What follows belongs to an exercise in optimizing a design on an open flow for small area; a production flow would make more cautious choices.
At most, simulation tests tie the RTL to the original design; equivalence was not proved.
Power and IR drop assume default switching activity.

## run A
// valu_top
module valu_top (
  input  logic                   clk,
  input  logic                   reset,
  input  logic                   in_valid,
  input  valu_op_pkg::vop_e      in_op,
  input  logic                   in_frac,
  input  logic                   in_half,
  input  logic [(4 * 16)-1:0] in_a,
  input  logic [(4 * 16)-1:0] in_b,
  output logic                   result_valid,
  output logic [(4 * 16)-1:0] result
);
For scale: ~200 I/O pins, ~0.043 mm^2 of cells after synthesis.
clock: 7.0 ns
lec_check: 0
abc_area: 1
cap_margin: 20
core_margin: 2
core_utilization: 55
slew_margin: 20
synth_hierarchical: 1
standard.sh (not shown) runs the stock make flow with config.mk's settings and CLKGATE_MAP_FILE= SYNTH_SCRIPT=/design/flow/synth_recipe.tcl, a recipe that flattens the netlist after the stock synthesis.
==> flow/flow/run.sh <==
#!/bin/bash
# The standard layout with the standard synthesis unchanged, with two changes:
#  - the port buffers are plain buf_1 cells (buffer_ports otherwise picks a delay-buffer cell)
#  - clock tree synthesis adds no dummy loads at the clock tree leaves
# The make output (every tool's log is also kept under orfs/logs) goes to standard.log.
set -euo pipefail
bash standard.sh \
  BUFFER_PORTS_ARGS="-buffer_cell sky130_fd_sc_hd__buf_1" \
  CTS_ARGS="-sink_clustering_enable -repair_clock_nets -dont_use_dummy_load" \
  finish > standard.log 2>&1
Run A finished all stages; the layout is clean.
diff inputs: run A => run B
--- a/flow/flow/run.sh
+++ b/flow/flow/run.sh
@@ -7,4 +7,4 @@
 bash standard.sh \
   BUFFER_PORTS_ARGS="-buffer_cell sky130_fd_sc_hd__buf_1" \
-  CTS_ARGS="-sink_clustering_enable -repair_clock_nets -dont_use_dummy_load" \
+  CTS_ARGS="-sink_clustering_enable -repair_clock_nets -dont_use_dummy_load -sink_clustering_size 28 -sink_clustering_max_diameter 110" \
   finish > standard.log 2>&1
--- a/flow/config.mk
+++ b/flow/config.mk
@@ -9,5 +9,5 @@
 export CAP_MARGIN = 20
 export CORE_MARGIN = 2
-export CORE_UTILIZATION = 55
+export CORE_UTILIZATION = 40
 export SLEW_MARGIN = 20
 export SYNTH_HIERARCHICAL = 1
Results
Global routing met1 resource utilization ends up lower on run B.
Number of fill cells (run B vs. run A) increases by more than a quarter
The higher detailed route wirelength on metal3 of run A and run B is in run A.
Total power: run B below run A
Design area essentially unchanged between run B and run A.
There was hardly any difference in fraction of standard cell area that is sequential between run B and run A.
Number of standard-cell rows in the floorplan: run B vs run A up 18
For run C, these inputs were changed with respect to run B:
--- a/flow/flow/run.sh
+++ b/flow/flow/run.sh
@@ -7,4 +7,4 @@
 bash standard.sh \
   BUFFER_PORTS_ARGS="-buffer_cell sky130_fd_sc_hd__buf_1" \
-  CTS_ARGS="-sink_clustering_enable -repair_clock_nets -dont_use_dummy_load -sink_clustering_size 28 -sink_clustering_max_diameter 110" \
+  CTS_ARGS="-sink_clustering_enable -repair_clock_nets -dont_use_dummy_load -sink_clustering_size 24 -sink_clustering_max_diameter 80" \
   finish > standard.log 2>&1
Findings:
Between run B and run C, relative contribution of the clock network to total power is lower for run B, run C comes in above that.
Post-layout total power in run C vs run B: up 2.1%
[run C vs run B] number of H-tree levels: higher in run C
On final cell count, run B and run C are basically level.
Fraction of met2 tracks used by global routing: run B vs run C — no meaningful difference
In run C the total global-route track usage turned out 0.21 points higher than in run B.
Of run B and run C, the run reporting the higher clock tree skew after final layout was run B.
Summary of run C over run B: highest fanout seen on the critical path moved down, first-pass GRT wire length now larger, sequential share of layout area comparable.
## Diff of input files: run D against run C
--- a/flow/flow/run.sh
+++ b/flow/flow/run.sh
@@ -7,4 +7,4 @@
 bash standard.sh \
   BUFFER_PORTS_ARGS="-buffer_cell sky130_fd_sc_hd__buf_1" \
-  CTS_ARGS="-sink_clustering_enable -repair_clock_nets -dont_use_dummy_load -sink_clustering_size 24 -sink_clustering_max_diameter 80" \
+  CTS_ARGS="-sink_clustering_enable -repair_clock_nets -dont_use_dummy_load" \
   finish > standard.log 2>&1
--- a/flow/config.mk
+++ b/flow/config.mk
@@ -10,4 +10,5 @@
 export CORE_MARGIN = 2
 export CORE_UTILIZATION = 40
+export GPL_TIMING_DRIVEN = 0
 export SLEW_MARGIN = 20
 export SYNTH_HIERARCHICAL = 1
### Flow results
Final core utilization for run D: 1.0 points up relative to run C. Total power consumption of the routed design is higher on run D. Run D ended up with a higher fraction of area in non-clock buffers than run C did. | placed wire-length estimate after detailed placement | lower: run C |. What run C reported for number of CTS-inserted buffers has to be multiplied by 1.4 to get the figure for run D. Run D vs run C, top layer reached by signal wires: met5 vs met4. Relative to run C, the final setup slack of the worst path of run D is lower by 0.21 ns. The clock network power share number comes out higher for run D vs run C. Reported for run D and run C, die area turned out identical to the last digit. When the final numbers for run D and run C were put side by side, the share of the clock period used by the worst path turned out to be greater in run D.
--- input diff run D..run E ---
--- a/flow/flow/run.sh
+++ b/flow/flow/run.sh
@@ -7,4 +7,4 @@
 bash standard.sh \
   BUFFER_PORTS_ARGS="-buffer_cell sky130_fd_sc_hd__buf_1" \
-  CTS_ARGS="-sink_clustering_enable -repair_clock_nets -dont_use_dummy_load" \
+  CTS_ARGS="-sink_clustering_enable -repair_clock_nets -dont_use_dummy_load -sink_clustering_size 32 -sink_clustering_max_diameter 90" \
   finish > standard.log 2>&1
--- a/flow/config.mk
+++ b/flow/config.mk
@@ -10,5 +10,4 @@
 export CORE_MARGIN = 2
 export CORE_UTILIZATION = 40
-export GPL_TIMING_DRIVEN = 0
 export SLEW_MARGIN = 20
 export SYNTH_HIERARCHICAL = 1
- met1 routed wirelength after detailed routing came out lower on run E than on run D.
- Wire: run E routes less than run D
- [run E vs run D] filler cell count: higher in run E
- The highest metal layer with signal wires comes out met4 in one run and met5 in the other, namely in run E and run D respectively.
- Delta(core utilization, run E - run D) < 0
- In the flow results for run D and run E, the total via count after detailed routing is larger on run D.
- Net switching power of the design improves in run E relative to run D.
- Run E vs run D: global-route usage down in run E

* * *

valu_top, a different RTL version from the one above (not shown whole).
For scale: ~410 flip-flops, about 200 I/O pins.
clock: 7.0 ns
lec_check: 0
abc_area: 0
cap_margin: 20
core_margin: 2
core_utilization: 40
slew_margin: 20
synth_hierarchical: 1
==> flow/flow/run.sh <==
#!/bin/bash
# The standard layout with the standard synthesis unchanged, with two changes:
#  - the port buffers are plain buf_1 cells (buffer_ports otherwise picks a delay-buffer cell)
#  - clock tree synthesis adds no dummy loads at the clock tree leaves
# The make output (every tool's log is also kept under orfs/logs) goes to standard.log.
set -euo pipefail
bash standard.sh \
  BUFFER_PORTS_ARGS="-buffer_cell sky130_fd_sc_hd__buf_1" \
  CTS_ARGS="-sink_clustering_enable -repair_clock_nets -dont_use_dummy_load -sink_clustering_size 16 -sink_clustering_max_diameter 60 -buf_list sky130_fd_sc_hd__clkbuf_8" \
  finish > standard.log 2>&1
The first run ran to the end with no violations.
Rerun with:
ABC_AREA = 1   (was 0)
CORE_UTILIZATION = 60   (was 40)
Result: Global-route usage goes up by 11 points. Area after synthesis shrinks by a few percent. Non-clock buffer count fell by 155. Wire length goes down by a few percent.
Rerun with:
--- a/flow/flow/run.sh
+++ b/flow/flow/run.sh
@@ -8,3 +8,3 @@
   BUFFER_PORTS_ARGS="-buffer_cell sky130_fd_sc_hd__buf_1" \
-  CTS_ARGS="-sink_clustering_enable -repair_clock_nets -dont_use_dummy_load -sink_clustering_size 16 -sink_clustering_max_diameter 60 -buf_list sky130_fd_sc_hd__clkbuf_8" \
+  CTS_ARGS="-sink_clustering_enable -repair_clock_nets -dont_use_dummy_load -sink_clustering_size 24 -sink_clustering_max_diameter 80" \
   finish > standard.log 2>&1
CORE_UTILIZATION = 40   (was 60)
After rerunning:
- die area rises by 49%
- clock skew falls by 25 ps
- area after synthesis is unchanged
- routed wire length rises by 2.6%
- sequential power hardly moves
- count of clock-buffer cells in the layout falls by 10
- synthesized cell count is unchanged
- first-iteration DRC count falls by 17%
- clock power rises by 21%
- design area rises by 1.7%
Rerun with:
--- a/flow/flow/run.sh
+++ b/flow/flow/run.sh
@@ -8,3 +8,3 @@
   BUFFER_PORTS_ARGS="-buffer_cell sky130_fd_sc_hd__buf_1" \
-  CTS_ARGS="-sink_clustering_enable -repair_clock_nets -dont_use_dummy_load -sink_clustering_size 24 -sink_clustering_max_diameter 80" \
+  CTS_ARGS="-sink_clustering_enable -repair_clock_nets -dont_use_dummy_load -sink_clustering_size 16 -sink_clustering_max_diameter 60 -buf_list sky130_fd_sc_hd__clkbuf_8" \
   finish > standard.log 2>&1
After rerunning: The new run passed the timing, design-rule and antenna checks; area after synthesis does not change; die area does not change; sequential power hardly moves; cell count is about the same; clock-buffer cell count came out higher by 18; first-iteration DRC count came out higher by 2.9%; global-route usage came out higher by 0.16 points; design area barely changes; hold slack degrades by 31 ps.

* * *

job 9552:
Another version of the RTL of valu_top (not shown whole).
Size in the first run: roughly 5200 cells after synthesis, roughly 410 flip-flops, roughly 200 I/O pins, about 44000 sq um of cells after synthesis.
Settings: LEC_CHECK=0, ABC_AREA=1, CAP_MARGIN=20, CORE_MARGIN=2, CORE_UTILIZATION=40, CTS_CLUSTER_DIAMETER=70, CTS_CLUSTER_SIZE=30, SLEW_MARGIN=20; clock period 7.0 ns.
run.sh (not shown) runs the stock make flow with config.mk's settings and CLKGATE_MAP_FILE= SYNTH_SCRIPT=/design/flow/synth_recipe.tcl, a recipe that flattens the netlist after the stock synthesis.
Stock flow here: none of the scripts above is used.
Job 9552 was carried through to the last stage, and its layout satisfied the timing, design-rule and antenna checks.
Here is what was changed in the inputs of job 2681 compared with job 9552.
Settings: a deleted CTS_CLUSTER_DIAMETER that had been 70; a deleted CTS_CLUSTER_SIZE that had been 30.
## What came out
- Per the final summary, job 2681 finished and its layout is clean on timing, DRC and antenna.
- Looking at job 2681 and job 9552, the leakage power total is a wash.
- Worst-skew pair later-pin latency | job 2681 above job 9552
- Compared with job 9552, job 2681 shows a lower critical path depth.
- Going from job 9552 to job 2681, floorplan die area flat, final total power grew by about 0.32%, cell area flat, via count now larger.
- Job 9552 -> job 2681: final period utilization flat
- Net switching power of the design, job 2681 vs job 9552: down slightly
Relative to job 2681, the following input files were edited for job 9368:
==> flow/flow/run.sh (new file) <==
#!/bin/bash
# The standard layout (standard synthesis unchanged), with plain buf_1 cells as the port
# buffers instead of the delay-buffer cell that buffer_ports picks by default
set -euo pipefail
bash standard.sh BUFFER_PORTS_ARGS="-buffer_cell sky130_fd_sc_hd__buf_1" finish > standard.log 2>&1
==> flow/standard.sh (new file) <==
#!/bin/bash
# synth_recipe.tcl (not shown) runs the flow's synth.tcl, then flattens the netlist and writes it again
# the make line also repeats each setting of config.mk as NAME=value (left out here)
make -C /OpenROAD-flow-scripts/flow DESIGN_CONFIG=/design/flow/config.mk WORK_HOME=/design/flow/orfs CLKGATE_MAP_FILE= SYNTH_SCRIPT=/design/flow/synth_recipe.tcl "${@:-finish}"
removed: flow/run.sh
==> comparison <==
Relative to job 2681, the combinational fraction of design power of job 9368 is lower by 0.9 points.
Changes observed in job 9368 relative to job 2681: signed area change from the synthesized netlist to the final layout saw a decrease, overall power consumption closely matched the old numbers, number of standard cells in the final layout excluding fillers about even, worst hold slack roughly the same, distinct cell type count after synthesis barely changed.
Summary: with job 2681 as the reference, cell area in job 9368 moved down by a few percent.
Looking at total routed wire length on the met1 layer across job 9368 and job 2681, the one that comes out higher is job 2681.
The final layout from job 2681, which completed every stage, passed the timing, design-rule and antenna checks at the end of the flow.
Job 9368 | status: complete | timing, DRC, antenna: pass
Function was not checked in any run of this note: the RTL went through the layout flow alone.

==> afterwards: timing with drivers on the ports <==
No port has a modelled driver above. Below, the same layouts with a new extraction and two added sets of constraints.
Step 1 (the two cells are an assumption about what drives the block):
set clk [get_ports {clk}]
set_driving_cell -lib_cell sky130_fd_sc_hd__clkbuf_16 $clk
set_driving_cell -lib_cell sky130_fd_sc_hd__buf_2 [delete_from_list [all_inputs] $clk]
Step 2 times the ports against the registers' clock, not the clock port: input delays grow and output delays shrink by t, the midpoint of the rising clock arrivals with the driver on.
a / b / c = no drivers / after step 1 / after step 2; a / b = the first two.
| run | t (ns) | slack for setup (ns) | slew at the worst register clock pin (ns) | worst data-port slew with drivers (ns) |
|---|---|---|---|---|
| run A | 0.661 | 0.399 / 0.399 / 0.399 | 0.06 / 0.06 | 0.08 |
| run B | 0.666 | 0.489 / 0.489 / 0.489 | 0.11 / 0.11 | 0.05 |
| run C | 0.666 | 0.471 / 0.471 / 0.471 | 0.09 / 0.09 | 0.05 |
| run D | 0.673 | 0.264 / 0.264 / 0.264 | 0.06 / 0.06 | 0.10 |
| run E | 0.700 | 0.481 / 0.481 / 0.481 | 0.11 / 0.11 | 0.05 |
| the first run of note 2 | 0.756 | 0.263 / 0.263 / 0.263 | 0.10 / 0.10 | 0.05 |
| the second run of note 2 | 0.703 | 0.459 / 0.459 / 0.459 | 0.10 / 0.10 | 0.10 |
| the third run of note 2 | 0.702 | 0.375 / 0.375 / 0.375 | 0.09 / 0.09 | 0.09 |
| the fourth run of note 2 | 0.763 | 0.293 / 0.293 / 0.293 | 0.10 / 0.10 | 0.10 |
| job 9552 | 0.689 | 0.389 / 0.389 / 0.389 | 0.10 / 0.10 | 0.05 |
| job 2681 | 0.711 | 0.379 / 0.379 / 0.379 | 0.07 / 0.07 | 0.05 |
| job 9368 | 0.714 | 0.381 / 0.381 / 0.381 | 0.07 / 0.07 | 0.10 |
After both steps setup and hold are still met in every run listed.
